Background: an optimization exercise with open tools, aiming at small area. Do not read the settings as production practice. The RTL was checked by simulation tests, not by an equivalence proof against the original design. Power is estimated from default activity; no workload was simulated.

--- flow/design.v ---
`default_nettype none
package fir_decim_pkg;
    localparam int SAMPLE_W  = 18;
    localparam int ACC_W     = 48;
    localparam int TAP_CNT   = 34;
    localparam int TAP_W     = 6;
    localparam int DECIM     = 8;
    localparam int OUT_SHIFT = 16;
    function automatic logic signed [SAMPLE_W-1:0] fir_coef(input logic [TAP_W-1:0] idx);
        case (idx)
            6'd0: fir_coef = 2;
            6'd1: fir_coef = -18'sd10;
            6'd2: fir_coef = 26;
            6'd3: fir_coef = -18'sd59;
            6'd4: fir_coef = 113;
            6'd5: fir_coef = -18'sd202;
            6'd6: fir_coef = 334;
            6'd7: fir_coef = -18'sd529;
            6'd8: fir_coef = 802;
            6'd9: fir_coef = -18'sd1182;
            6'd10: fir_coef = 1701;
            6'd11: fir_coef = -18'sd2421;
            6'd12: fir_coef = 3441;
            6'd13: fir_coef = -18'sd4984;
            6'd14: fir_coef = 7619;
            6'd15: fir_coef = -18'sd13462;
            6'd16: fir_coef = 41571;
            6'd17: fir_coef = 41571;
            6'd18: fir_coef = -18'sd13462;
            6'd19: fir_coef = 7619;
            6'd20: fir_coef = -18'sd4984;
            6'd21: fir_coef = 3441;
            6'd22: fir_coef = -18'sd2421;
            6'd23: fir_coef = 1701;
            6'd24: fir_coef = -18'sd1182;
            6'd25: fir_coef = 802;
            6'd26: fir_coef = -18'sd529;
            6'd27: fir_coef = 334;
            6'd28: fir_coef = -18'sd202;
            6'd29: fir_coef = 113;
            6'd30: fir_coef = -18'sd59;
            6'd31: fir_coef = 26;
            6'd32: fir_coef = -18'sd10;
            6'd33: fir_coef = 2;
            default: fir_coef = '0;
        endcase
    endfunction
    localparam int SEL_W = 30;
    function automatic logic [SEL_W-1:0] fir_coef_sel(input logic [TAP_W-1:0] idx);
        case (idx)
            6'd0: fir_coef_sel = 30'hC;   
            6'd1: fir_coef_sel = 30'h1CC;   
            6'd2: fir_coef_sel = 30'hC1C;   
            6'd3: fir_coef_sel = 30'h10CA;   
            6'd4: fir_coef_sel = 30'hC10A;   
            6'd5: fir_coef_sel = 30'h1A1CC;   
            6'd6: fir_coef_sel = 30'hAAA2C;   
            6'd7: fir_coef_sel = 30'h1C0101;   
            6'd8: fir_coef_sel = 30'h610C0C;   
            6'd9: fir_coef_sel = 30'h11AC0C;   
            6'd10: fir_coef_sel = 30'h6CCCCA;   
            6'd11: fir_coef_sel = 30'hECCA21;   
            6'd12: fir_coef_sel = 30'h51AC10A;   
            6'd13: fir_coef_sel = 30'h90CA10;   
            6'd14: fir_coef_sel = 30'h61C10C1;   
            6'd15: fir_coef_sel = 30'hD11C11C;   
            6'd16: fir_coef_sel = 30'h360CACC1;   
            6'd17: fir_coef_sel = 30'h360CACC1;   
            6'd18: fir_coef_sel = 30'hD11C11C;   
            6'd19: fir_coef_sel = 30'h61C10C1;   
            6'd20: fir_coef_sel = 30'h90CA10;   
            6'd21: fir_coef_sel = 30'h51AC10A;   
            6'd22: fir_coef_sel = 30'hECCA21;   
            6'd23: fir_coef_sel = 30'h6CCCCA;   
            6'd24: fir_coef_sel = 30'h11AC0C;   
            6'd25: fir_coef_sel = 30'h610C0C;   
            6'd26: fir_coef_sel = 30'h1C0101;   
            6'd27: fir_coef_sel = 30'hAAA2C;   
            6'd28: fir_coef_sel = 30'h1A1CC;   
            6'd29: fir_coef_sel = 30'hC10A;   
            6'd30: fir_coef_sel = 30'h10CA;   
            6'd31: fir_coef_sel = 30'hC1C;   
            6'd32: fir_coef_sel = 30'h1CC;   
            6'd33: fir_coef_sel = 30'hC;   
            default: fir_coef_sel = '0;
        endcase
    endfunction
endpackage
`default_nettype wire
`default_nettype none
module dsp_mac (
    input  wire logic [35:0] acc,
    input  wire logic [17:0] x,
    input  wire logic [29:0] sel,
    output logic      [35:0] sum
);
    logic [17:0] xn;
    logic g0_0, g0_1, g0_2, g0_3, g0_4, g0_5, g0_6, g0_7, g0_8, g0_9, g0_10, g0_11, g0_12, g0_13, g0_14, g0_15, g0_16, g0_17, g0_18, cor0, g1_0, g1_1, g1_2, g1_3, g1_4, g1_5, g1_6, g1_7, g1_8, g1_9, g1_10, g1_11, g1_12, g1_13, g1_14, g1_15, g1_16, g1_17, g1_18, cor1, g2_0, g2_1, g2_2, g2_3, g2_4, g2_5, g2_6, g2_7, g2_8, g2_9, g2_10, g2_11, g2_12, g2_13, g2_14, g2_15, g2_16, g2_17, g2_18, cor2, g3_0, g3_1, g3_2, g3_3, g3_4, g3_5, g3_6, g3_7, g3_8, g3_9, g3_10, g3_11, g3_12, g3_13, g3_14, g3_15, g3_16, g3_17, g3_18, cor3, g4_0, g4_1, g4_2, g4_3, g4_4, g4_5, g4_6, g4_7, g4_8, g4_9, g4_10, g4_11, g4_12, g4_13, g4_14, g4_15, g4_16, g4_17, g4_18, cor4, g5_0, g5_1, g5_2, g5_3, g5_4, g5_5, g5_6, g5_7, g5_8, g5_9, g5_10, g5_11, g5_12, g5_13, g5_14, g5_15, g5_16, g5_17, g5_18, cor5, g6_0, g6_1, g6_2, g6_3, g6_4, g6_5, g6_6, g6_7, g6_8, g6_9, g6_10, g6_11, g6_12, g6_13, g6_14, g6_15, g6_16, g6_17, g6_18, cor6, g7_0, g7_1, g7_2, g7_3, g7_4, g7_5, g7_6, g7_7, g7_8, g7_9, g7_10, g7_11, g7_12, g7_13, g7_14, g7_15, g7_16, g7_17, g7_18, cor7, s1, c2, s3, c4, s5, c6, s7, c8, s9, c10, s11, c12, s13, c14, s15, c16, s17, c18, s19, c20, s21, c22, s23, c24, s25, c26, s27, c28, s29, c30, s31, c32, s33, c34, s35, c36, s37, c38, s39, c40, s41, c42, s43, c44, s45, c46, s47, c48, s49, c50, s51, c52, s53, c54, s55, c56, s57, c58, s59, c60, s61, c62, s63, c64, s65, c66, s67, c68, s69, c70, s71, c72, s73, c74, s75, c76, s77, c78, s79, c80, s81, c82, s83, c84, s85, c86, s87, c88, s89, c90, s91, c92, s93, c94, s95, c96, s97, c98, s99, c100, s101, c102, s103, c104, s105, c106, s107, c108, s109, c110, s111, c112, s113, c114, s115, c116, s117, c118, s119, c120, s121, c122, s123, c124, s125, c126, s127, c128, s129, c130, s131, c132, s133, c134, s135, c136, s137, c138, s139, c140, s141, c142, s143, c144, s145, c146, s147, c148, s149, c150, s151, c152, s153, c154, s155, c156, s157, c158, s159, c160, s161, c162, s163, c164, s165, c166, s167, c168, s169, c170, s171, c172, s173, c174, s175, c176, s177, c178, s179, c180, s181, c182, s183, c184, s185, c186, s187, c188, s189, c190, s191, c192, s193, c194, s195, c196, s197, c198, s199, c200, s201, c202, s203, c204, s205, c206, s207, c208, s209, c210, s211, c212, s213, c214, s215, c216, s217, c218, s219, c220, s221, c222, s223, c224, s225, c226, s227, c228, s229, c230, s231, c232, s233, c234, s235, c236, s237, c238, s239, c240, s241, c242, s243, c244, s245, c246, s247, c248, s249, c250, s251, c252, s253, c254, s255, c256, s257, c258, s259, c260, s261, c262, s263, c264, s265, c266, s267, c268, s269, c270, s271, c272, s273, c274, s275, c276, s277, c278, s279, c280, s281, c282, s283, c284, s285, c286, s287, c288, s289, c290, s291, c292, s293, c294, s295, c296, s297, c298, s299, c300, s301, c302, s303, c304, s305, c306, s307, c308, s309, c310, s311, c312, s313, c314, s315, c316, s317, c318, s319, c320, s321, c322, s323, c324, r325, r326, r327, r328, r329, r330, r331, r332, r333, r334, r335, r336, r337, r338, t339, r340, t341, r342, t343, r344, t345, r346, t347, r348, t349, r350, t351, r352, t353, r354, t355, r356, t357, r358, t359, r360, t361, r362, p363, q364, p365, q366, p367, q368, p369, q370, p371, q372, p373, q374, p375, q376, p377, q378, p379, q380, p381, q382, p383, q384, p385, k386, t387, r388, t389, r390, t391, r392, t393, r394, t395, r396, t397, r398, t399, r400, t401, r402, t403, r404, t405, p406, q407, p408, q409, p410, q411, p412, q413, p414, q415, p416, q417, p418, q419, p420, q421, p422, q423;
    assign xn = ~x;
    assign g0_0 = ~((sel[0] & x[0]) | (sel[1] & xn[0]) | sel[2]);
    assign g0_1 = ~((sel[0] & x[1]) | (sel[1] & xn[1]) | (sel[2] & xn[0]));
    assign g0_2 = ~((sel[0] & x[2]) | (sel[1] & xn[2]) | (sel[2] & xn[1]));
    assign g0_3 = ~((sel[0] & x[3]) | (sel[1] & xn[3]) | (sel[2] & xn[2]));
    assign g0_4 = ~((sel[0] & x[4]) | (sel[1] & xn[4]) | (sel[2] & xn[3]));
    assign g0_5 = ~((sel[0] & x[5]) | (sel[1] & xn[5]) | (sel[2] & xn[4]));
    assign g0_6 = ~((sel[0] & x[6]) | (sel[1] & xn[6]) | (sel[2] & xn[5]));
    assign g0_7 = ~((sel[0] & x[7]) | (sel[1] & xn[7]) | (sel[2] & xn[6]));
    assign g0_8 = ~((sel[0] & x[8]) | (sel[1] & xn[8]) | (sel[2] & xn[7]));
    assign g0_9 = ~((sel[0] & x[9]) | (sel[1] & xn[9]) | (sel[2] & xn[8]));
    assign g0_10 = ~((sel[0] & x[10]) | (sel[1] & xn[10]) | (sel[2] & xn[9]));
    assign g0_11 = ~((sel[0] & x[11]) | (sel[1] & xn[11]) | (sel[2] & xn[10]));
    assign g0_12 = ~((sel[0] & x[12]) | (sel[1] & xn[12]) | (sel[2] & xn[11]));
    assign g0_13 = ~((sel[0] & x[13]) | (sel[1] & xn[13]) | (sel[2] & xn[12]));
    assign g0_14 = ~((sel[0] & x[14]) | (sel[1] & xn[14]) | (sel[2] & xn[13]));
    assign g0_15 = ~((sel[0] & x[15]) | (sel[1] & xn[15]) | (sel[2] & xn[14]));
    assign g0_16 = ~((sel[0] & x[16]) | (sel[1] & xn[16]) | (sel[2] & xn[15]));
    assign g0_17 = ~((sel[0] & x[17]) | (sel[1] & xn[17]) | (sel[2] & xn[16]));
    assign g0_18 = (sel[0] & x[17]) | (sel[1] & xn[17]) | (sel[2] & xn[17]);
    assign cor0 = ~sel[3];
    assign g1_0 = ~((sel[5] & x[0]) | (sel[6] & xn[0]));
    assign g1_1 = ~((sel[4] & x[0]) | (sel[5] & x[1]) | (sel[6] & xn[1]));
    assign g1_2 = ~((sel[4] & x[1]) | (sel[5] & x[2]) | (sel[6] & xn[2]));
    assign g1_3 = ~((sel[4] & x[2]) | (sel[5] & x[3]) | (sel[6] & xn[3]));
    assign g1_4 = ~((sel[4] & x[3]) | (sel[5] & x[4]) | (sel[6] & xn[4]));
    assign g1_5 = ~((sel[4] & x[4]) | (sel[5] & x[5]) | (sel[6] & xn[5]));
    assign g1_6 = ~((sel[4] & x[5]) | (sel[5] & x[6]) | (sel[6] & xn[6]));
    assign g1_7 = ~((sel[4] & x[6]) | (sel[5] & x[7]) | (sel[6] & xn[7]));
    assign g1_8 = ~((sel[4] & x[7]) | (sel[5] & x[8]) | (sel[6] & xn[8]));
    assign g1_9 = ~((sel[4] & x[8]) | (sel[5] & x[9]) | (sel[6] & xn[9]));
    assign g1_10 = ~((sel[4] & x[9]) | (sel[5] & x[10]) | (sel[6] & xn[10]));
    assign g1_11 = ~((sel[4] & x[10]) | (sel[5] & x[11]) | (sel[6] & xn[11]));
    assign g1_12 = ~((sel[4] & x[11]) | (sel[5] & x[12]) | (sel[6] & xn[12]));
    assign g1_13 = ~((sel[4] & x[12]) | (sel[5] & x[13]) | (sel[6] & xn[13]));
    assign g1_14 = ~((sel[4] & x[13]) | (sel[5] & x[14]) | (sel[6] & xn[14]));
    assign g1_15 = ~((sel[4] & x[14]) | (sel[5] & x[15]) | (sel[6] & xn[15]));
    assign g1_16 = ~((sel[4] & x[15]) | (sel[5] & x[16]) | (sel[6] & xn[16]));
    assign g1_17 = ~((sel[4] & x[16]) | (sel[5] & x[17]) | (sel[6] & xn[17]));
    assign g1_18 = (sel[4] & x[17]) | (sel[5] & x[17]) | (sel[6] & xn[17]);
    assign cor1 = ~sel[7];
    assign g2_0 = ~((sel[8] & x[0]) | (sel[9] & xn[0]) | sel[10]);
    assign g2_1 = ~((sel[8] & x[1]) | (sel[9] & xn[1]) | (sel[10] & xn[0]));
    assign g2_2 = ~((sel[8] & x[2]) | (sel[9] & xn[2]) | (sel[10] & xn[1]));
    assign g2_3 = ~((sel[8] & x[3]) | (sel[9] & xn[3]) | (sel[10] & xn[2]));
    assign g2_4 = ~((sel[8] & x[4]) | (sel[9] & xn[4]) | (sel[10] & xn[3]));
    assign g2_5 = ~((sel[8] & x[5]) | (sel[9] & xn[5]) | (sel[10] & xn[4]));
    assign g2_6 = ~((sel[8] & x[6]) | (sel[9] & xn[6]) | (sel[10] & xn[5]));
    assign g2_7 = ~((sel[8] & x[7]) | (sel[9] & xn[7]) | (sel[10] & xn[6]));
    assign g2_8 = ~((sel[8] & x[8]) | (sel[9] & xn[8]) | (sel[10] & xn[7]));
    assign g2_9 = ~((sel[8] & x[9]) | (sel[9] & xn[9]) | (sel[10] & xn[8]));
    assign g2_10 = ~((sel[8] & x[10]) | (sel[9] & xn[10]) | (sel[10] & xn[9]));
    assign g2_11 = ~((sel[8] & x[11]) | (sel[9] & xn[11]) | (sel[10] & xn[10]));
    assign g2_12 = ~((sel[8] & x[12]) | (sel[9] & xn[12]) | (sel[10] & xn[11]));
    assign g2_13 = ~((sel[8] & x[13]) | (sel[9] & xn[13]) | (sel[10] & xn[12]));
    assign g2_14 = ~((sel[8] & x[14]) | (sel[9] & xn[14]) | (sel[10] & xn[13]));
    assign g2_15 = ~((sel[8] & x[15]) | (sel[9] & xn[15]) | (sel[10] & xn[14]));
    assign g2_16 = ~((sel[8] & x[16]) | (sel[9] & xn[16]) | (sel[10] & xn[15]));
    assign g2_17 = ~((sel[8] & x[17]) | (sel[9] & xn[17]) | (sel[10] & xn[16]));
    assign g2_18 = (sel[8] & x[17]) | (sel[9] & xn[17]) | (sel[10] & xn[17]);
    assign cor2 = ~sel[11];
    assign g3_0 = ~((sel[12] & x[0]) | (sel[13] & xn[0]) | sel[14]);
    assign g3_1 = ~((sel[12] & x[1]) | (sel[13] & xn[1]) | (sel[14] & xn[0]));
    assign g3_2 = ~((sel[12] & x[2]) | (sel[13] & xn[2]) | (sel[14] & xn[1]));
    assign g3_3 = ~((sel[12] & x[3]) | (sel[13] & xn[3]) | (sel[14] & xn[2]));
    assign g3_4 = ~((sel[12] & x[4]) | (sel[13] & xn[4]) | (sel[14] & xn[3]));
    assign g3_5 = ~((sel[12] & x[5]) | (sel[13] & xn[5]) | (sel[14] & xn[4]));
    assign g3_6 = ~((sel[12] & x[6]) | (sel[13] & xn[6]) | (sel[14] & xn[5]));
    assign g3_7 = ~((sel[12] & x[7]) | (sel[13] & xn[7]) | (sel[14] & xn[6]));
    assign g3_8 = ~((sel[12] & x[8]) | (sel[13] & xn[8]) | (sel[14] & xn[7]));
    assign g3_9 = ~((sel[12] & x[9]) | (sel[13] & xn[9]) | (sel[14] & xn[8]));
    assign g3_10 = ~((sel[12] & x[10]) | (sel[13] & xn[10]) | (sel[14] & xn[9]));
    assign g3_11 = ~((sel[12] & x[11]) | (sel[13] & xn[11]) | (sel[14] & xn[10]));
    assign g3_12 = ~((sel[12] & x[12]) | (sel[13] & xn[12]) | (sel[14] & xn[11]));
    assign g3_13 = ~((sel[12] & x[13]) | (sel[13] & xn[13]) | (sel[14] & xn[12]));
    assign g3_14 = ~((sel[12] & x[14]) | (sel[13] & xn[14]) | (sel[14] & xn[13]));
    assign g3_15 = ~((sel[12] & x[15]) | (sel[13] & xn[15]) | (sel[14] & xn[14]));
    assign g3_16 = ~((sel[12] & x[16]) | (sel[13] & xn[16]) | (sel[14] & xn[15]));
    assign g3_17 = ~((sel[12] & x[17]) | (sel[13] & xn[17]) | (sel[14] & xn[16]));
    assign g3_18 = (sel[12] & x[17]) | (sel[13] & xn[17]) | (sel[14] & xn[17]);
    assign cor3 = ~sel[15];
    assign g4_0 = ~((sel[16] & x[0]) | (sel[17] & xn[0]) | sel[18]);
    assign g4_1 = ~((sel[16] & x[1]) | (sel[17] & xn[1]) | (sel[18] & xn[0]));
    assign g4_2 = ~((sel[16] & x[2]) | (sel[17] & xn[2]) | (sel[18] & xn[1]));
    assign g4_3 = ~((sel[16] & x[3]) | (sel[17] & xn[3]) | (sel[18] & xn[2]));
    assign g4_4 = ~((sel[16] & x[4]) | (sel[17] & xn[4]) | (sel[18] & xn[3]));
    assign g4_5 = ~((sel[16] & x[5]) | (sel[17] & xn[5]) | (sel[18] & xn[4]));
    assign g4_6 = ~((sel[16] & x[6]) | (sel[17] & xn[6]) | (sel[18] & xn[5]));
    assign g4_7 = ~((sel[16] & x[7]) | (sel[17] & xn[7]) | (sel[18] & xn[6]));
    assign g4_8 = ~((sel[16] & x[8]) | (sel[17] & xn[8]) | (sel[18] & xn[7]));
    assign g4_9 = ~((sel[16] & x[9]) | (sel[17] & xn[9]) | (sel[18] & xn[8]));
    assign g4_10 = ~((sel[16] & x[10]) | (sel[17] & xn[10]) | (sel[18] & xn[9]));
    assign g4_11 = ~((sel[16] & x[11]) | (sel[17] & xn[11]) | (sel[18] & xn[10]));
    assign g4_12 = ~((sel[16] & x[12]) | (sel[17] & xn[12]) | (sel[18] & xn[11]));
    assign g4_13 = ~((sel[16] & x[13]) | (sel[17] & xn[13]) | (sel[18] & xn[12]));
    assign g4_14 = ~((sel[16] & x[14]) | (sel[17] & xn[14]) | (sel[18] & xn[13]));
    assign g4_15 = ~((sel[16] & x[15]) | (sel[17] & xn[15]) | (sel[18] & xn[14]));
    assign g4_16 = ~((sel[16] & x[16]) | (sel[17] & xn[16]) | (sel[18] & xn[15]));
    assign g4_17 = ~((sel[16] & x[17]) | (sel[17] & xn[17]) | (sel[18] & xn[16]));
    assign g4_18 = (sel[16] & x[17]) | (sel[17] & xn[17]) | (sel[18] & xn[17]);
    assign cor4 = ~sel[19];
    assign g5_0 = ~((sel[20] & x[0]) | (sel[21] & xn[0]));
    assign g5_1 = ~((sel[20] & x[1]) | (sel[21] & xn[1]));
    assign g5_2 = ~((sel[20] & x[2]) | (sel[21] & xn[2]));
    assign g5_3 = ~((sel[20] & x[3]) | (sel[21] & xn[3]));
    assign g5_4 = ~((sel[20] & x[4]) | (sel[21] & xn[4]));
    assign g5_5 = ~((sel[20] & x[5]) | (sel[21] & xn[5]));
    assign g5_6 = ~((sel[20] & x[6]) | (sel[21] & xn[6]));
    assign g5_7 = ~((sel[20] & x[7]) | (sel[21] & xn[7]));
    assign g5_8 = ~((sel[20] & x[8]) | (sel[21] & xn[8]));
    assign g5_9 = ~((sel[20] & x[9]) | (sel[21] & xn[9]));
    assign g5_10 = ~((sel[20] & x[10]) | (sel[21] & xn[10]));
    assign g5_11 = ~((sel[20] & x[11]) | (sel[21] & xn[11]));
    assign g5_12 = ~((sel[20] & x[12]) | (sel[21] & xn[12]));
    assign g5_13 = ~((sel[20] & x[13]) | (sel[21] & xn[13]));
    assign g5_14 = ~((sel[20] & x[14]) | (sel[21] & xn[14]));
    assign g5_15 = ~((sel[20] & x[15]) | (sel[21] & xn[15]));
    assign g5_16 = ~((sel[20] & x[16]) | (sel[21] & xn[16]));
    assign g5_17 = ~((sel[20] & x[17]) | (sel[21] & xn[17]));
    assign g5_18 = (sel[20] & x[17]) | (sel[21] & xn[17]);
    assign cor5 = ~sel[22];
    assign g6_0 = ~((sel[23] & x[0]) | (sel[24] & xn[0]) | sel[25]);
    assign g6_1 = ~((sel[23] & x[1]) | (sel[24] & xn[1]) | (sel[25] & xn[0]));
    assign g6_2 = ~((sel[23] & x[2]) | (sel[24] & xn[2]) | (sel[25] & xn[1]));
    assign g6_3 = ~((sel[23] & x[3]) | (sel[24] & xn[3]) | (sel[25] & xn[2]));
    assign g6_4 = ~((sel[23] & x[4]) | (sel[24] & xn[4]) | (sel[25] & xn[3]));
    assign g6_5 = ~((sel[23] & x[5]) | (sel[24] & xn[5]) | (sel[25] & xn[4]));
    assign g6_6 = ~((sel[23] & x[6]) | (sel[24] & xn[6]) | (sel[25] & xn[5]));
    assign g6_7 = ~((sel[23] & x[7]) | (sel[24] & xn[7]) | (sel[25] & xn[6]));
    assign g6_8 = ~((sel[23] & x[8]) | (sel[24] & xn[8]) | (sel[25] & xn[7]));
    assign g6_9 = ~((sel[23] & x[9]) | (sel[24] & xn[9]) | (sel[25] & xn[8]));
    assign g6_10 = ~((sel[23] & x[10]) | (sel[24] & xn[10]) | (sel[25] & xn[9]));
    assign g6_11 = ~((sel[23] & x[11]) | (sel[24] & xn[11]) | (sel[25] & xn[10]));
    assign g6_12 = ~((sel[23] & x[12]) | (sel[24] & xn[12]) | (sel[25] & xn[11]));
    assign g6_13 = ~((sel[23] & x[13]) | (sel[24] & xn[13]) | (sel[25] & xn[12]));
    assign g6_14 = ~((sel[23] & x[14]) | (sel[24] & xn[14]) | (sel[25] & xn[13]));
    assign g6_15 = ~((sel[23] & x[15]) | (sel[24] & xn[15]) | (sel[25] & xn[14]));
    assign g6_16 = ~((sel[23] & x[16]) | (sel[24] & xn[16]) | (sel[25] & xn[15]));
    assign g6_17 = ~((sel[23] & x[17]) | (sel[24] & xn[17]) | (sel[25] & xn[16]));
    assign g6_18 = (sel[23] & x[17]) | (sel[24] & xn[17]) | (sel[25] & xn[17]);
    assign cor6 = ~sel[26];
    assign g7_0 = ~((sel[27] & x[0]) | sel[28]);
    assign g7_1 = ~((sel[27] & x[1]) | (sel[28] & xn[0]));
    assign g7_2 = ~((sel[27] & x[2]) | (sel[28] & xn[1]));
    assign g7_3 = ~((sel[27] & x[3]) | (sel[28] & xn[2]));
    assign g7_4 = ~((sel[27] & x[4]) | (sel[28] & xn[3]));
    assign g7_5 = ~((sel[27] & x[5]) | (sel[28] & xn[4]));
    assign g7_6 = ~((sel[27] & x[6]) | (sel[28] & xn[5]));
    assign g7_7 = ~((sel[27] & x[7]) | (sel[28] & xn[6]));
    assign g7_8 = ~((sel[27] & x[8]) | (sel[28] & xn[7]));
    assign g7_9 = ~((sel[27] & x[9]) | (sel[28] & xn[8]));
    assign g7_10 = ~((sel[27] & x[10]) | (sel[28] & xn[9]));
    assign g7_11 = ~((sel[27] & x[11]) | (sel[28] & xn[10]));
    assign g7_12 = ~((sel[27] & x[12]) | (sel[28] & xn[11]));
    assign g7_13 = ~((sel[27] & x[13]) | (sel[28] & xn[12]));
    assign g7_14 = ~((sel[27] & x[14]) | (sel[28] & xn[13]));
    assign g7_15 = ~((sel[27] & x[15]) | (sel[28] & xn[14]));
    assign g7_16 = ~((sel[27] & x[16]) | (sel[28] & xn[15]));
    assign g7_17 = ~((sel[27] & x[17]) | (sel[28] & xn[16]));
    assign g7_18 = (sel[27] & x[17]) | (sel[28] & xn[17]);
    assign cor7 = ~sel[29];
    mac_ha u_ha1 (.a(acc[14]), .b(g0_14), .s(s1), .co(c2));
    mac_ha u_ha2 (.a(acc[15]), .b(g0_15), .s(s3), .co(c4));
    mac_ha u_ha3 (.a(acc[16]), .b(g0_16), .s(s5), .co(c6));
    mac_ha u_ha4 (.a(acc[17]), .b(g0_17), .s(s7), .co(c8));
    assign s9 = ~(acc[18] ^ g0_18);
    assign c10 = acc[18] | g0_18;
    assign s11 = ~acc[19];
    assign c12 = acc[19];
    mac_ha u_ha5 (.a(acc[8]), .b(g0_8), .s(s13), .co(c14));
    mac_ha u_ha6 (.a(acc[9]), .b(g0_9), .s(s15), .co(c16));
    mac_fa u_fa7 (.a(acc[10]), .b(g0_10), .c(g1_8), .s(s17), .co(c18));
    mac_ha u_ha8 (.a(g2_6), .b(g3_4), .s(s19), .co(c20));
    mac_fa u_fa9 (.a(acc[11]), .b(g0_11), .c(g1_9), .s(s21), .co(c22));
    mac_ha u_ha10 (.a(g2_7), .b(g3_5), .s(s23), .co(c24));
    mac_fa u_fa11 (.a(acc[12]), .b(g0_12), .c(g1_10), .s(s25), .co(c26));
    mac_fa u_fa12 (.a(g2_8), .b(g3_6), .c(g4_4), .s(s27), .co(c28));
    mac_ha u_ha13 (.a(g5_2), .b(g6_0), .s(s29), .co(c30));
    mac_fa u_fa14 (.a(acc[13]), .b(g0_13), .c(g1_11), .s(s31), .co(c32));
    mac_fa u_fa15 (.a(g2_9), .b(g3_7), .c(g4_5), .s(s33), .co(c34));
    mac_ha u_ha16 (.a(g5_3), .b(g6_1), .s(s35), .co(c36));
    mac_fa u_fa17 (.a(g1_12), .b(g2_10), .c(g3_8), .s(s37), .co(c38));
    mac_fa u_fa18 (.a(g4_6), .b(g5_4), .c(g6_2), .s(s39), .co(c40));
    mac_fa u_fa19 (.a(g7_0), .b(cor7), .c(s1), .s(s41), .co(c42));
    mac_fa u_fa20 (.a(g1_13), .b(g2_11), .c(g3_9), .s(s43), .co(c44));
    mac_fa u_fa21 (.a(g4_7), .b(g5_5), .c(g6_3), .s(s45), .co(c46));
    mac_fa u_fa22 (.a(g7_1), .b(c2), .c(s3), .s(s47), .co(c48));
    mac_fa u_fa23 (.a(g1_14), .b(g2_12), .c(g3_10), .s(s49), .co(c50));
    mac_fa u_fa24 (.a(g4_8), .b(g5_6), .c(g6_4), .s(s51), .co(c52));
    mac_fa u_fa25 (.a(g7_2), .b(c4), .c(s5), .s(s53), .co(c54));
    mac_fa u_fa26 (.a(g1_15), .b(g2_13), .c(g3_11), .s(s55), .co(c56));
    mac_fa u_fa27 (.a(g4_9), .b(g5_7), .c(g6_5), .s(s57), .co(c58));
    mac_fa u_fa28 (.a(g7_3), .b(c6), .c(s7), .s(s59), .co(c60));
    mac_fa u_fa29 (.a(g1_16), .b(g2_14), .c(g3_12), .s(s61), .co(c62));
    mac_fa u_fa30 (.a(g4_10), .b(g5_8), .c(g6_6), .s(s63), .co(c64));
    mac_fa u_fa31 (.a(g7_4), .b(c8), .c(s9), .s(s65), .co(c66));
    mac_fa u_fa32 (.a(g1_17), .b(g2_15), .c(g3_13), .s(s67), .co(c68));
    mac_fa u_fa33 (.a(g4_11), .b(g5_9), .c(g6_7), .s(s69), .co(c70));
    mac_fa u_fa34 (.a(g7_5), .b(c10), .c(s11), .s(s71), .co(c72));
    mac_fa u_fa35 (.a(acc[20]), .b(g1_18), .c(g2_16), .s(s73), .co(c74));
    mac_fa u_fa36 (.a(g3_14), .b(g4_12), .c(g5_10), .s(s75), .co(c76));
    mac_fa u_fa37 (.a(g6_8), .b(g7_6), .c(c12), .s(s77), .co(c78));
    assign s79 = ~(acc[21] ^ g2_17);
    assign c80 = acc[21] | g2_17;
    mac_fa u_fa38 (.a(g3_15), .b(g4_13), .c(g5_11), .s(s81), .co(c82));
    mac_ha u_ha39 (.a(g6_9), .b(g7_7), .s(s83), .co(c84));
    mac_fa u_fa40 (.a(acc[22]), .b(g2_18), .c(g3_16), .s(s85), .co(c86));
    mac_fa u_fa41 (.a(g4_14), .b(g5_12), .c(g6_10), .s(s87), .co(c88));
    assign s89 = ~(acc[23] ^ g3_17);
    assign c90 = acc[23] | g3_17;
    mac_ha u_ha42 (.a(g4_15), .b(g5_13), .s(s91), .co(c92));
    mac_fa u_fa43 (.a(acc[24]), .b(g3_18), .c(g4_16), .s(s93), .co(c94));
    assign s95 = ~acc[25];
    assign c96 = acc[25];
    mac_ha u_ha44 (.a(acc[4]), .b(g0_4), .s(s97), .co(c98));
    mac_ha u_ha45 (.a(acc[5]), .b(g0_5), .s(s99), .co(c100));
    mac_fa u_fa46 (.a(acc[6]), .b(g0_6), .c(g1_4), .s(s101), .co(c102));
    mac_ha u_ha47 (.a(g2_2), .b(g3_0), .s(s103), .co(c104));
    mac_fa u_fa48 (.a(acc[7]), .b(g0_7), .c(g1_5), .s(s105), .co(c106));
    mac_ha u_ha49 (.a(g2_3), .b(g3_1), .s(s107), .co(c108));
    mac_fa u_fa50 (.a(g1_6), .b(g2_4), .c(g3_2), .s(s109), .co(c110));
    mac_fa u_fa51 (.a(g4_0), .b(cor4), .c(s13), .s(s111), .co(c112));
    mac_fa u_fa52 (.a(g1_7), .b(g2_5), .c(g3_3), .s(s113), .co(c114));
    mac_fa u_fa53 (.a(g4_1), .b(c14), .c(s15), .s(s115), .co(c116));
    mac_fa u_fa54 (.a(g4_2), .b(g5_0), .c(cor5), .s(s117), .co(c118));
    mac_fa u_fa55 (.a(c16), .b(s17), .c(s19), .s(s119), .co(c120));
    mac_fa u_fa56 (.a(g4_3), .b(g5_1), .c(c18), .s(s121), .co(c122));
    mac_fa u_fa57 (.a(c20), .b(s21), .c(s23), .s(s123), .co(c124));
    mac_fa u_fa58 (.a(cor6), .b(c22), .c(c24), .s(s125), .co(c126));
    mac_fa u_fa59 (.a(s25), .b(s27), .c(s29), .s(s127), .co(c128));
    mac_fa u_fa60 (.a(c26), .b(c28), .c(c30), .s(s129), .co(c130));
    mac_fa u_fa61 (.a(s31), .b(s33), .c(s35), .s(s131), .co(c132));
    mac_fa u_fa62 (.a(c32), .b(c34), .c(c36), .s(s133), .co(c134));
    mac_fa u_fa63 (.a(s37), .b(s39), .c(s41), .s(s135), .co(c136));
    mac_fa u_fa64 (.a(c38), .b(c40), .c(c42), .s(s137), .co(c138));
    mac_fa u_fa65 (.a(s43), .b(s45), .c(s47), .s(s139), .co(c140));
    mac_fa u_fa66 (.a(c44), .b(c46), .c(c48), .s(s141), .co(c142));
    mac_fa u_fa67 (.a(s49), .b(s51), .c(s53), .s(s143), .co(c144));
    mac_fa u_fa68 (.a(c50), .b(c52), .c(c54), .s(s145), .co(c146));
    mac_fa u_fa69 (.a(s55), .b(s57), .c(s59), .s(s147), .co(c148));
    mac_fa u_fa70 (.a(c56), .b(c58), .c(c60), .s(s149), .co(c150));
    mac_fa u_fa71 (.a(s61), .b(s63), .c(s65), .s(s151), .co(c152));
    mac_fa u_fa72 (.a(c62), .b(c64), .c(c66), .s(s153), .co(c154));
    mac_fa u_fa73 (.a(s67), .b(s69), .c(s71), .s(s155), .co(c156));
    mac_fa u_fa74 (.a(c68), .b(c70), .c(c72), .s(s157), .co(c158));
    mac_fa u_fa75 (.a(s73), .b(s75), .c(s77), .s(s159), .co(c160));
    mac_fa u_fa76 (.a(c74), .b(c76), .c(c78), .s(s161), .co(c162));
    mac_fa u_fa77 (.a(s79), .b(s81), .c(s83), .s(s163), .co(c164));
    mac_fa u_fa78 (.a(g7_8), .b(c80), .c(c82), .s(s165), .co(c166));
    mac_fa u_fa79 (.a(c84), .b(s85), .c(s87), .s(s167), .co(c168));
    mac_fa u_fa80 (.a(g6_11), .b(g7_9), .c(c86), .s(s169), .co(c170));
    mac_fa u_fa81 (.a(c88), .b(s89), .c(s91), .s(s171), .co(c172));
    mac_fa u_fa82 (.a(g5_14), .b(g6_12), .c(g7_10), .s(s173), .co(c174));
    mac_fa u_fa83 (.a(c90), .b(c92), .c(s93), .s(s175), .co(c176));
    mac_fa u_fa84 (.a(g4_17), .b(g5_15), .c(g6_13), .s(s177), .co(c178));
    mac_fa u_fa85 (.a(g7_11), .b(c94), .c(s95), .s(s179), .co(c180));
    mac_fa u_fa86 (.a(acc[26]), .b(g4_18), .c(g5_16), .s(s181), .co(c182));
    mac_fa u_fa87 (.a(g6_14), .b(g7_12), .c(c96), .s(s183), .co(c184));
    assign s185 = ~(acc[27] ^ g5_17);
    assign c186 = acc[27] | g5_17;
    mac_ha u_ha88 (.a(g6_15), .b(g7_13), .s(s187), .co(c188));
    mac_fa u_fa89 (.a(acc[28]), .b(g5_18), .c(g6_16), .s(s189), .co(c190));
    assign s191 = ~acc[29];
    assign c192 = acc[29];
    mac_ha u_ha90 (.a(acc[2]), .b(g0_2), .s(s193), .co(c194));
    mac_ha u_ha91 (.a(acc[3]), .b(g0_3), .s(s195), .co(c196));
    mac_fa u_fa92 (.a(g1_2), .b(g2_0), .c(cor2), .s(s197), .co(c198));
    mac_fa u_fa93 (.a(g1_3), .b(g2_1), .c(c98), .s(s199), .co(c200));
    mac_fa u_fa94 (.a(cor3), .b(c100), .c(s101), .s(s201), .co(c202));
    mac_fa u_fa95 (.a(c102), .b(c104), .c(s105), .s(s203), .co(c204));
    mac_fa u_fa96 (.a(c106), .b(c108), .c(s109), .s(s205), .co(c206));
    mac_fa u_fa97 (.a(c110), .b(c112), .c(s113), .s(s207), .co(c208));
    mac_fa u_fa98 (.a(c114), .b(c116), .c(s117), .s(s209), .co(c210));
    mac_fa u_fa99 (.a(c118), .b(c120), .c(s121), .s(s211), .co(c212));
    mac_fa u_fa100 (.a(c122), .b(c124), .c(s125), .s(s213), .co(c214));
    mac_fa u_fa101 (.a(c126), .b(c128), .c(s129), .s(s215), .co(c216));
    mac_fa u_fa102 (.a(c130), .b(c132), .c(s133), .s(s217), .co(c218));
    mac_fa u_fa103 (.a(c134), .b(c136), .c(s137), .s(s219), .co(c220));
    mac_fa u_fa104 (.a(c138), .b(c140), .c(s141), .s(s221), .co(c222));
    mac_fa u_fa105 (.a(c142), .b(c144), .c(s145), .s(s223), .co(c224));
    mac_fa u_fa106 (.a(c146), .b(c148), .c(s149), .s(s225), .co(c226));
    mac_fa u_fa107 (.a(c150), .b(c152), .c(s153), .s(s227), .co(c228));
    mac_fa u_fa108 (.a(c154), .b(c156), .c(s157), .s(s229), .co(c230));
    mac_fa u_fa109 (.a(c158), .b(c160), .c(s161), .s(s231), .co(c232));
    mac_fa u_fa110 (.a(c162), .b(c164), .c(s165), .s(s233), .co(c234));
    mac_fa u_fa111 (.a(c166), .b(c168), .c(s169), .s(s235), .co(c236));
    mac_fa u_fa112 (.a(c170), .b(c172), .c(s173), .s(s237), .co(c238));
    mac_fa u_fa113 (.a(c174), .b(c176), .c(s177), .s(s239), .co(c240));
    mac_fa u_fa114 (.a(c178), .b(c180), .c(s181), .s(s241), .co(c242));
    mac_fa u_fa115 (.a(c182), .b(c184), .c(s185), .s(s243), .co(c244));
    mac_fa u_fa116 (.a(g7_14), .b(c186), .c(c188), .s(s245), .co(c246));
    mac_fa u_fa117 (.a(g6_17), .b(g7_15), .c(c190), .s(s247), .co(c248));
    mac_fa u_fa118 (.a(acc[30]), .b(g6_18), .c(g7_16), .s(s249), .co(c250));
    assign s251 = ~acc[31];
    assign c252 = acc[31];
    mac_ha u_ha119 (.a(acc[0]), .b(g0_0), .s(s253), .co(c254));
    mac_ha u_ha120 (.a(acc[1]), .b(g0_1), .s(s255), .co(c256));
    mac_fa u_fa121 (.a(g1_0), .b(cor1), .c(s193), .s(s257), .co(c258));
    mac_fa u_fa122 (.a(g1_1), .b(c194), .c(s195), .s(s259), .co(c260));
    mac_fa u_fa123 (.a(s97), .b(c196), .c(s197), .s(s261), .co(c262));
    mac_fa u_fa124 (.a(s99), .b(c198), .c(s199), .s(s263), .co(c264));
    mac_fa u_fa125 (.a(s103), .b(c200), .c(s201), .s(s265), .co(c266));
    mac_fa u_fa126 (.a(s107), .b(c202), .c(s203), .s(s267), .co(c268));
    mac_fa u_fa127 (.a(s111), .b(c204), .c(s205), .s(s269), .co(c270));
    mac_fa u_fa128 (.a(s115), .b(c206), .c(s207), .s(s271), .co(c272));
    mac_fa u_fa129 (.a(s119), .b(c208), .c(s209), .s(s273), .co(c274));
    mac_fa u_fa130 (.a(s123), .b(c210), .c(s211), .s(s275), .co(c276));
    mac_fa u_fa131 (.a(s127), .b(c212), .c(s213), .s(s277), .co(c278));
    mac_fa u_fa132 (.a(s131), .b(c214), .c(s215), .s(s279), .co(c280));
    mac_fa u_fa133 (.a(s135), .b(c216), .c(s217), .s(s281), .co(c282));
    mac_fa u_fa134 (.a(s139), .b(c218), .c(s219), .s(s283), .co(c284));
    mac_fa u_fa135 (.a(s143), .b(c220), .c(s221), .s(s285), .co(c286));
    mac_fa u_fa136 (.a(s147), .b(c222), .c(s223), .s(s287), .co(c288));
    mac_fa u_fa137 (.a(s151), .b(c224), .c(s225), .s(s289), .co(c290));
    mac_fa u_fa138 (.a(s155), .b(c226), .c(s227), .s(s291), .co(c292));
    mac_fa u_fa139 (.a(s159), .b(c228), .c(s229), .s(s293), .co(c294));
    mac_fa u_fa140 (.a(s163), .b(c230), .c(s231), .s(s295), .co(c296));
    mac_fa u_fa141 (.a(s167), .b(c232), .c(s233), .s(s297), .co(c298));
    mac_fa u_fa142 (.a(s171), .b(c234), .c(s235), .s(s299), .co(c300));
    mac_fa u_fa143 (.a(s175), .b(c236), .c(s237), .s(s301), .co(c302));
    mac_fa u_fa144 (.a(s179), .b(c238), .c(s239), .s(s303), .co(c304));
    mac_fa u_fa145 (.a(s183), .b(c240), .c(s241), .s(s305), .co(c306));
    mac_fa u_fa146 (.a(s187), .b(c242), .c(s243), .s(s307), .co(c308));
    mac_fa u_fa147 (.a(s189), .b(c244), .c(s245), .s(s309), .co(c310));
    mac_fa u_fa148 (.a(s191), .b(c246), .c(s247), .s(s311), .co(c312));
    mac_fa u_fa149 (.a(c192), .b(c248), .c(s249), .s(s313), .co(c314));
    mac_fa u_fa150 (.a(g7_17), .b(c250), .c(s251), .s(s315), .co(c316));
    mac_fa u_fa151 (.a(acc[32]), .b(g7_18), .c(c252), .s(s317), .co(c318));
    assign s319 = ~acc[33];
    assign c320 = acc[33];
    assign s321 = ~acc[34];
    assign c322 = acc[34];
    assign s323 = ~acc[35];
    assign c324 = acc[35];
    mac_ha u_ha152 (.a(cor0), .b(s253), .s(sum[0]), .co(r325));
    mac_fa u_fa153 (.a(c254), .b(s255), .c(r325), .s(sum[1]), .co(r326));
    mac_fa u_fa154 (.a(c256), .b(s257), .c(r326), .s(sum[2]), .co(r327));
    mac_fa u_fa155 (.a(c258), .b(s259), .c(r327), .s(sum[3]), .co(r328));
    mac_fa u_fa156 (.a(c260), .b(s261), .c(r328), .s(sum[4]), .co(r329));
    mac_fa u_fa157 (.a(c262), .b(s263), .c(r329), .s(sum[5]), .co(r330));
    mac_fa u_fa158 (.a(c264), .b(s265), .c(r330), .s(sum[6]), .co(r331));
    mac_fa u_fa159 (.a(c266), .b(s267), .c(r331), .s(sum[7]), .co(r332));
    mac_fa u_fa160 (.a(c268), .b(s269), .c(r332), .s(sum[8]), .co(r333));
    mac_fa u_fa161 (.a(c270), .b(s271), .c(r333), .s(sum[9]), .co(r334));
    mac_fa u_fa162 (.a(c272), .b(s273), .c(r334), .s(sum[10]), .co(r335));
    mac_fa u_fa163 (.a(c274), .b(s275), .c(r335), .s(sum[11]), .co(r336));
    mac_fa u_fa164 (.a(c276), .b(s277), .c(r336), .s(sum[12]), .co(r337));
    mac_fa u_fa165 (.a(c278), .b(s279), .c(r337), .s(sum[13]), .co(r338));
    mac_ha u_ha166 (.a(c280), .b(s281), .s(t339), .co(r340));
    mac_fa u_fa167 (.a(c282), .b(s283), .c(r340), .s(t341), .co(r342));
    mac_fa u_fa168 (.a(c284), .b(s285), .c(r342), .s(t343), .co(r344));
    mac_fa u_fa169 (.a(c286), .b(s287), .c(r344), .s(t345), .co(r346));
    mac_fa u_fa170 (.a(c288), .b(s289), .c(r346), .s(t347), .co(r348));
    mac_fa u_fa171 (.a(c290), .b(s291), .c(r348), .s(t349), .co(r350));
    mac_fa u_fa172 (.a(c292), .b(s293), .c(r350), .s(t351), .co(r352));
    mac_fa u_fa173 (.a(c294), .b(s295), .c(r352), .s(t353), .co(r354));
    mac_fa u_fa174 (.a(c296), .b(s297), .c(r354), .s(t355), .co(r356));
    mac_fa u_fa175 (.a(c298), .b(s299), .c(r356), .s(t357), .co(r358));
    mac_fa u_fa176 (.a(c300), .b(s301), .c(r358), .s(t359), .co(r360));
    mac_fa u_fa177 (.a(c302), .b(s303), .c(r360), .s(t361), .co(r362));
    assign sum[14] = t339 ^ r338;
    assign p363 = t339;
    assign q364 = r338 & p363;
    assign sum[15] = t341 ^ q364;
    assign p365 = p363 & t341;
    assign q366 = r338 & p365;
    assign sum[16] = t343 ^ q366;
    assign p367 = p365 & t343;
    assign q368 = r338 & p367;
    assign sum[17] = t345 ^ q368;
    assign p369 = p367 & t345;
    assign q370 = r338 & p369;
    assign sum[18] = t347 ^ q370;
    assign p371 = p369 & t347;
    assign q372 = r338 & p371;
    assign sum[19] = t349 ^ q372;
    assign p373 = p371 & t349;
    assign q374 = r338 & p373;
    assign sum[20] = t351 ^ q374;
    assign p375 = p373 & t351;
    assign q376 = r338 & p375;
    assign sum[21] = t353 ^ q376;
    assign p377 = p375 & t353;
    assign q378 = r338 & p377;
    assign sum[22] = t355 ^ q378;
    assign p379 = p377 & t355;
    assign q380 = r338 & p379;
    assign sum[23] = t357 ^ q380;
    assign p381 = p379 & t357;
    assign q382 = r338 & p381;
    assign sum[24] = t359 ^ q382;
    assign p383 = p381 & t359;
    assign q384 = r338 & p383;
    assign sum[25] = t361 ^ q384;
    assign p385 = p383 & t361;
    assign k386 = r362 | (r338 & p385);
    mac_ha u_ha178 (.a(c304), .b(s305), .s(t387), .co(r388));
    mac_fa u_fa179 (.a(c306), .b(s307), .c(r388), .s(t389), .co(r390));
    mac_fa u_fa180 (.a(c308), .b(s309), .c(r390), .s(t391), .co(r392));
    mac_fa u_fa181 (.a(c310), .b(s311), .c(r392), .s(t393), .co(r394));
    mac_fa u_fa182 (.a(c312), .b(s313), .c(r394), .s(t395), .co(r396));
    mac_fa u_fa183 (.a(c314), .b(s315), .c(r396), .s(t397), .co(r398));
    mac_fa u_fa184 (.a(c316), .b(s317), .c(r398), .s(t399), .co(r400));
    mac_fa u_fa185 (.a(c318), .b(s319), .c(r400), .s(t401), .co(r402));
    mac_fa u_fa186 (.a(c320), .b(s321), .c(r402), .s(t403), .co(r404));
    assign t405 = c322 ^ s323 ^ r404;
    assign sum[26] = t387 ^ k386;
    assign p406 = t387;
    assign q407 = k386 & p406;
    assign sum[27] = t389 ^ q407;
    assign p408 = p406 & t389;
    assign q409 = k386 & p408;
    assign sum[28] = t391 ^ q409;
    assign p410 = p408 & t391;
    assign q411 = k386 & p410;
    assign sum[29] = t393 ^ q411;
    assign p412 = p410 & t393;
    assign q413 = k386 & p412;
    assign sum[30] = t395 ^ q413;
    assign p414 = p412 & t395;
    assign q415 = k386 & p414;
    assign sum[31] = t397 ^ q415;
    assign p416 = p414 & t397;
    assign q417 = k386 & p416;
    assign sum[32] = t399 ^ q417;
    assign p418 = p416 & t399;
    assign q419 = k386 & p418;
    assign sum[33] = t401 ^ q419;
    assign p420 = p418 & t401;
    assign q421 = k386 & p420;
    assign sum[34] = t403 ^ q421;
    assign p422 = p420 & t403;
    assign q423 = k386 & p422;
    assign sum[35] = t405 ^ q423;
endmodule
module mac_fa (
    input  wire logic a,
    input  wire logic b,
    input  wire logic c,
    output logic      s,
    output logic      co
);
    assign s  = a ^ b ^ c;
    assign co = (a & b) | (c & (a ^ b));
endmodule
module mac_ha (
    input  wire logic a,
    input  wire logic b,
    output logic      s,
    output logic      co
);
    assign s  = a ^ b;
    assign co = a & b;
endmodule
`default_nettype wire
`default_nettype none
module fir_decim_top(
    input  wire logic                                       clk,
    input  wire logic                                       reset,
    input  wire logic                                       sample_in_rdy,
    input  wire logic signed [fir_decim_pkg::SAMPLE_W-1:0] sample_in_l,
    input  wire logic signed [fir_decim_pkg::SAMPLE_W-1:0] sample_in_r,
    output logic                                            sample_out_rdy,
    output logic      signed [fir_decim_pkg::SAMPLE_W-1:0] sample_out_l,
    output logic      signed [fir_decim_pkg::SAMPLE_W-1:0] sample_out_r,
    output logic                                            overrun,
    output logic                                            init_done
);
    localparam int SW  = fir_decim_pkg::SAMPLE_W;
    localparam int SLW = fir_decim_pkg::SEL_W;
    localparam int AW  = 36;    
    localparam int WIN = 40;    
    localparam logic [AW-1:0] RND_HALF = AW'(2 ** (fir_decim_pkg::OUT_SHIFT - 1));
    logic [5:0] cnt, cnt_d;      
    logic [2:0] pidx, pidx_d;    
    logic       win, win_d;      
    logic [2:0] jh, jh_d;        
    logic       init_d;
    logic       acc_valid;
    logic       is_wait, accept, win_last, done;
    assign is_wait  = init_done && (cnt == '0);
    assign accept   = is_wait && sample_in_rdy;
    assign win_last = win && (cnt == 6'd1);
    assign done     = win && (jh == 3'd0) && (cnt <= 6'd5);
    always_comb begin
        cnt_d  = cnt;
        pidx_d = pidx;
        win_d  = win;
        if (accept) begin
            pidx_d = pidx + 1'b1;
            cnt_d  = (pidx == 3'd7) ? 6'(WIN) : 6'd1;
            win_d  = (pidx == 3'd7);
        end else if (cnt != '0) begin
            cnt_d = cnt - 1'b1;
            if (cnt == 6'd1) win_d = 1'b0;
        end
        init_d = init_done || (cnt == 6'd1);
        jh_d   = win_last ? jh : (jh == 3'd4) ? 3'd0 : jh + 1'b1;
    end
    always_ff @(posedge clk or posedge reset) begin
        if (reset) begin
            cnt       <= 6'd34;
            pidx      <= '0;
            win       <= 1'b0;
            acc_valid <= 1'b0;
            jh        <= '0;
            overrun   <= 1'b0;
            init_done <= 1'b0;
        end else begin
            cnt       <= cnt_d;
            pidx      <= pidx_d;
            win       <= win_d;
            jh        <= jh_d;
            init_done <= init_d;
            acc_valid <= win_last;
            overrun   <= sample_in_rdy && !is_wait;
        end
    end
    logic [2*SW-1:0] sbuf [8];
    always_ff @(posedge clk) begin
        if (accept || win) begin
            sbuf[0] <= accept ? {sample_in_l, sample_in_r} : sbuf[7];
            for (int i = 1; i < 8; i++) sbuf[i] <= sbuf[i-1];
        end
    end
    logic [SLW-1:0] sel;
    always_ff @(posedge clk) begin
        sel <= win_d ? fir_decim_pkg::fir_coef_sel({jh_d, 3'(cnt_d[2:0] - 3'd1)}) : '0;
    end
    logic [AW-1:0] ring_l [5];
    logic [AW-1:0] ring_r [5];
    logic [AW-1:0] sum_l, sum_r;
    logic          clr;
    dsp_mac u_mac_l (.acc(ring_l[0]), .x(sbuf[7][2*SW-1:SW]), .sel(sel), .sum(sum_l));
    dsp_mac u_mac_r (.acc(ring_r[0]), .x(sbuf[7][SW-1:0]),    .sel(sel), .sum(sum_r));
    always_ff @(posedge clk) begin
        clr       <= !init_done || done;
        ring_l[0] <= ring_l[1];
        ring_r[0] <= ring_r[1];
        ring_l[1] <= ring_l[2];
        ring_r[1] <= ring_r[2];
        ring_l[2] <= ring_l[3];
        ring_r[2] <= ring_r[3];
        ring_l[3] <= clr ? RND_HALF : ring_l[4];
        ring_r[3] <= clr ? RND_HALF : ring_r[4];
        ring_l[4] <= sum_l;
        ring_r[4] <= sum_r;
    end
    localparam int HW = AW - fir_decim_pkg::OUT_SHIFT;    
    function automatic logic [SW-1:0] sat(input logic [HW-1:0] s);
        if (s[HW-1:SW-1] == '0 || s[HW-1:SW-1] == '1) begin
            sat = s[SW-1:0];
        end else begin
            sat = {s[HW-1], {(SW-1){!s[HW-1]}}};
        end
    endfunction
    logic [HW-1:0] hold_l, hold_r;
    always_ff @(posedge clk) begin
        if (done) begin
            hold_l <= sum_l[AW-1:AW-HW];
            hold_r <= sum_r[AW-1:AW-HW];
        end
    end
    always_ff @(posedge clk or posedge reset) begin
        if (reset) begin
            sample_out_rdy <= 1'b0;
            sample_out_l   <= '0;
            sample_out_r   <= '0;
        end else begin
            sample_out_rdy <= acc_valid;
            sample_out_l   <= acc_valid ? sat(hold_l) : '0;
            sample_out_r   <= acc_valid ? sat(hold_r) : '0;
        end
    end
endmodule
`default_nettype wire
--- flow/run.sh ---
#!/bin/bash
# synth_recipe.tcl (not shown) runs the flow's synth.tcl, then flattens the netlist and writes it again
# the make line also repeats each setting of config.mk as NAME=value (left out here)
make -C /OpenROAD-flow-scripts/flow DESIGN_CONFIG=/design/flow/config.mk WORK_HOME=/design/flow/orfs CLKGATE_MAP_FILE= SYNTH_SCRIPT=/design/flow/synth_recipe.tcl finish
--- flow/config.mk ---
export PLATFORM = sky130hd
export DESIGN_NAME = fir_decim_top
export DESIGN_NICKNAME = fir_decim_top
export VERILOG_FILES = /design/flow/design.v
export SDC_FILE = /design/flow/constraint.sdc
export NUM_CORES = 4
export LEC_CHECK = 0
export CAP_MARGIN = 20
export CORE_MARGIN = 2
export CORE_UTILIZATION = 40
export CTS_BUF_LIST = sky130_fd_sc_hd__clkbuf_4
export SLEW_MARGIN = 20
export SYNTH_HIERARCHICAL = 1
export SYNTH_MINIMUM_KEEP_SIZE = 0
--- flow/constraint.sdc ---
create_clock -name core_clock -period 10.0 [get_ports {clk}]
set_input_delay 2.0000 -clock core_clock [delete_from_list [all_inputs] [get_ports {clk}]]
set_output_delay 2.0000 -clock core_clock [all_outputs]
set_load 0.01 [all_outputs]
==> run summary <==
setup slack on the worst flop-to-flop path: 0.65 ns
maximum operating frequency: 0.107 GHz
headroom to the max-slew limit: 0.276
clock tree from TritonCTS: built
unrepaired setup endpoints after global routing: false
number of unique standard cell types used by synthesis: 79
power density over cell area: 375 nW/um2
Worst R2R End: hold_r[10]$_DFFE_PP_
part of the Yosys area used for sequential elements: 0.546
number of buffers inserted by port buffering: 77
standard cell core area: 86,300 um2
clock latency (worst-skew pair): 1.09 ns
DRC violations left: 0
library cell used as clock root buffer: sky130_fd_sc_hd__clkbuf_4
worst hold start: ring_r[2][24]$_DFF_P_
horizontal extent of the die: 299 um
total number of vias: 21,133
mean post-synth cell area: 13.6 um2
P&R area growth vs syn: 14.5%
via density per instance: 5.17
quantity of hold-fixing buffers added after cts: 0
simple-gate share of the synthesized area: 0.0802
Top FF cell, synth: sky130_fd_sc_hd__dfxtp_1
TritonCTS Buffers: 199
clock transition at the register clock pins on the worst setup and hold paths after CTS: 0.06 ns
maximum clock skew at final layout: 0.0958 ns
final setup margin: 0.654 ns
Final Hold Slack: 0.258 ns
highest fanout seen on the critical path: 15
most crowded layer after global routing: met2
worst reg2reg startpoint: sbuf[7][10]$_DFFE_PP_
Final Hold Violating Endpoints: 0
adder-cell share of the synthesized area: 0.214
post-route antenna net violation count: 0
total placed cells including tap cells: 3,703
main combinational cell family by area after synthesis: adder cells
Setup TNS Final: 0 ns
count of non-filler cells in the finished layout: 4,085
clk sinks: 769
final worst path period share: 0.935
global-route wire length before repair: 137,000 um
parity-gate share of the synthesized area counting xor and xnor cells: 0.0126
Total Die Area: 89,100 um2
Syn Nets: 2,982
Synth warnings: 13
leakage: 13.9 nW
post-DP HPWL: 60,400 um
pin count of the biggest net entering global routing: 183
fraction of final layout cells sized beyond drive strength 1: 0.171
number of iterations in the first detailed-routing pass: 7
number of stages on the worst hold path: 0
end of the worst hold path: ring_r[1][24]$_DFF_P_
met2 layer usage reported by global route: 0.331
number of buffers on the longest clock path: 3
number of DRC markers after the initial detailed-route iteration: 1,799
fraction of met3 tracks used by global routing: 0.0448
number of enable flip-flop cells after synthesis: 328
post-cts resize count: 0
Compound-Gate Fraction of Synth Area: 0.0923
min Tclk post-route: 9.35 ns
final weighted congestion in routability-driven placement: 0.926
run status: finished clean
standard-cell rows: 108
asr flop ratio synth: 0.0689
Reg2Reg Depth: 22
Arr. time, crit path: 10.15 ns
post-DR wirelength/cell: 21.8 um
critical path endpoint category: flop
slew of the pin with the lowest slew margin: 1.08 ns
number of register bits inferred by synthesis: 769
overflow left after global routing: 0
post-synthesis instance total: 2,545
worst vdd rail ir drop: 0.206 mV
worst min-delay path category: reg -> reg
kind of start point of the critical path: flop
global router's overall resource usage: 0.204
final setup violation count: 0
I/O pin count: 78
multiplexer area fraction after synthesis: 0.0256
number of global-route vias before repair: 22,554
Post CTS Setup Buffer Count: 0
number of slew-limit violations in the final report: 0
Vert. Die Dim: 299 um
combined area of all synthesized cells: 34,700 um2
CTS HTree Levels: 4
Worst Path Required: 10.80 ns
overall routed net length: 88,900 um
Final #Nets: 3,186
critical path type: reg -> reg
starting utilization of the core area: 0.402
Post-Place Setup Slack: 0.646 ns
max-capacitance violation count: 0
initial antenna violation count: 3
met1 Use GR: 0.268
report_power, final:
group	internal, mW	switching (mW)	leakage, nW
registers	4.68	0.356	6.92
logic	2.88	4.20	5.40
clock network	1.49	1.29	1.62
total	9.05	5.84	13.9
how the worst max path moves through the flow:
stage                                startpoint              endpoint  cells past startpoint
after CTS                     sel[1]$_SDFF_PP0_  hold_l[11]$_DFFE_PP_                     24
after global placement    sbuf[7][28]$_DFFE_PP_  hold_l[11]$_DFFE_PP_                     23
after floorplan                   sample_in_rdy  sbuf[0][0]$_DFFE_PP_                      3
after global routing      sbuf[7][10]$_DFFE_PP_  hold_r[11]$_DFFE_PP_                     23
final                     sbuf[7][10]$_DFFE_PP_  hold_r[10]$_DFFE_PP_                     22
after detailed placement  sbuf[7][10]$_DFFE_PP_  hold_r[10]$_DFFE_PP_                     22
cell usage after synthesis, types with 11 or more instances:
master                     count  area share
sky130_fd_sc_hd__a211oi_1     11      0.0024
sky130_fd_sc_hd__a21oi_1      91       0.013
sky130_fd_sc_hd__a221oi_1    142       0.036
sky130_fd_sc_hd__a22oi_1      41      0.0089
sky130_fd_sc_hd__and2_1       68       0.012
sky130_fd_sc_hd__buf_1        16      0.0017
sky130_fd_sc_hd__clkbuf_1    128       0.014
sky130_fd_sc_hd__dfrtp_1      51       0.037
sky130_fd_sc_hd__dfxtp_1     388        0.22
sky130_fd_sc_hd__edfxtp_1    328        0.28
sky130_fd_sc_hd__fa_1        324        0.19
sky130_fd_sc_hd__ha_1         74       0.027
sky130_fd_sc_hd__inv_1       110       0.012
sky130_fd_sc_hd__mux2_2       42       0.014
sky130_fd_sc_hd__mux2i_1      37       0.011
sky130_fd_sc_hd__nand2_1     112       0.012
sky130_fd_sc_hd__nand3_1      19      0.0027
sky130_fd_sc_hd__nor2_1      115       0.012
sky130_fd_sc_hd__nor2b_1     150       0.027
sky130_fd_sc_hd__nor3_1       11      0.0016
sky130_fd_sc_hd__o211ai_1     16      0.0035
sky130_fd_sc_hd__o21ai_0     100       0.014
sky130_fd_sc_hd__xnor2_1      39      0.0098
sky130_fd_sc_hd__xor2_1       11      0.0028
modules after synthesis (local to each module, per instance):
module / times used / cell area, um2 / flops+latches
dsp_mac: 2 / 2820 / 0
fir_decim_top: 1 / 22000 / 769
mac_fa: 324 / 20.0 / 0
mac_ha: 48 / 12.5 / 0
per-layer routing:
metal / vias to the layer above / wire, um
met2: 690 / 43200
met1: 10794 / 38500
met5: - / 0
met4: 0 / 2410
li1: 9501 / -
met3: 148 / 4780
layout make-up:
cell class | instances | area [um2]
inverters | 113 | 427
clock inverters | 68 | 390
repair buffers | 158 | 1430
clock buffers | 308 | 2310
well taps | 1155 | 1450
multi-input cells | 1508 | 14700
flip-flops and latches | 769 | 18900
fillers | 7812 | 46600
diodes | 6 | 15.0
layout by cell type (no fill, tap or decap), drive strengths merged, types with 11 or more instances in the layout:
master	n
and2	68
nor2b	150
nand2	114
a221oi	142
a22oi	43
xor2	11
nand3	19
clkbuf	308
inv	121
mux2	42
nor3	14
mux2i	38
clkinv	55
clkdlybuf4s50	77
buf	81
ha	74
nor2	116
o211ai	16
a21oi	93
edfxtp	328
dfxtp	388
fa	324
a211oi	12
o21ai	101
xnor2	39
dfrtp	51
critical path: stages (launching register included):
cell,delay [ns]
sky130_fd_sc_hd__edfxtp_1,0.70
sky130_fd_sc_hd__inv_1,0.29
sky130_fd_sc_hd__a221oi_1,0.62
sky130_fd_sc_hd__fa_1,0.54
sky130_fd_sc_hd__fa_1,0.43
sky130_fd_sc_hd__fa_1,0.45
sky130_fd_sc_hd__fa_1,0.42
sky130_fd_sc_hd__ha_1,0.22
sky130_fd_sc_hd__fa_1,0.42
sky130_fd_sc_hd__fa_1,0.41
sky130_fd_sc_hd__fa_1,0.40
sky130_fd_sc_hd__fa_1,0.42
sky130_fd_sc_hd__fa_1,0.40
sky130_fd_sc_hd__fa_1,0.40
sky130_fd_sc_hd__fa_1,0.39
sky130_fd_sc_hd__fa_1,0.39
sky130_fd_sc_hd__fa_1,0.39
sky130_fd_sc_hd__fa_1,0.39
sky130_fd_sc_hd__fa_1,0.52
sky130_fd_sc_hd__nand2_1,0.09
sky130_fd_sc_hd__nor4_4,0.38
sky130_fd_sc_hd__or2_2,0.20
sky130_fd_sc_hd__ha_1,0.23
logic make-up (layout without fill, tap and decap cells):
group | after synthesis | count (layout)
DFF | 769 | 769
and+or+nand+nor | 521 | 521
AOI/OAI and AO/OA | 458 | 458
adders and majority gates | 398 | 398
buffers and inverters | 268 | 647
muxes | 81 | 81
xor gates and xnor gates | 50 | 50
other | 0 | 6
registers in the layout (all words and copies together) (netlist names):
name / cells
overrun: 1
ring_r: 180
sample_out_l: 18
cnt: 6
pidx: 3
jh: 3
ring_l: 180
init_done: 1
hold_r: 20
clr: 1
sample_out_r: 18
acc_valid: 1
win: 1
sbuf: 288
hold_l: 20
sel: 27
sample_out_rdy: 1
through the flow:
step                      instance area, um2  utilization  power, mW
after detailed placement               37000        0.428       12.2
after floorplan                        34700            -       10.1
after CTS                              39700        0.460       15.1
final                                  39700        0.460       14.9
after global placement                 37000        0.428       12.1
after global routing                   39700        0.460       16.1

==> port drivers added, routing unchanged <==
In the flow no input, the clock included, has a driving cell. The finished layout below was timed again as built, in two steps. Step 1 assumes that a clkbuf_16 drives the clock port and a buf_2 every other input. Step 2, shift: input delay + t, output delay - t, t = (earliest + latest rising clock arrival at the registers) / 2. This alone moves slack from input paths to output paths. Slacks: ideal ports / drivers / drivers and shift; pairs: ideal ports / drivers.
shift t [ns]: 1.099
slack for setup (ns): 0.654 / 0.654 / 0.654
hold slack, ns: 0.258 / 0.258 / 0.258
slew at the worst register clock pin (ns): 0.08 / 0.08
After both steps setup and hold are still met in this run. For this run, drivers alone change the setup slack by 0.000 ns; drivers and shift together by 0.000 ns.
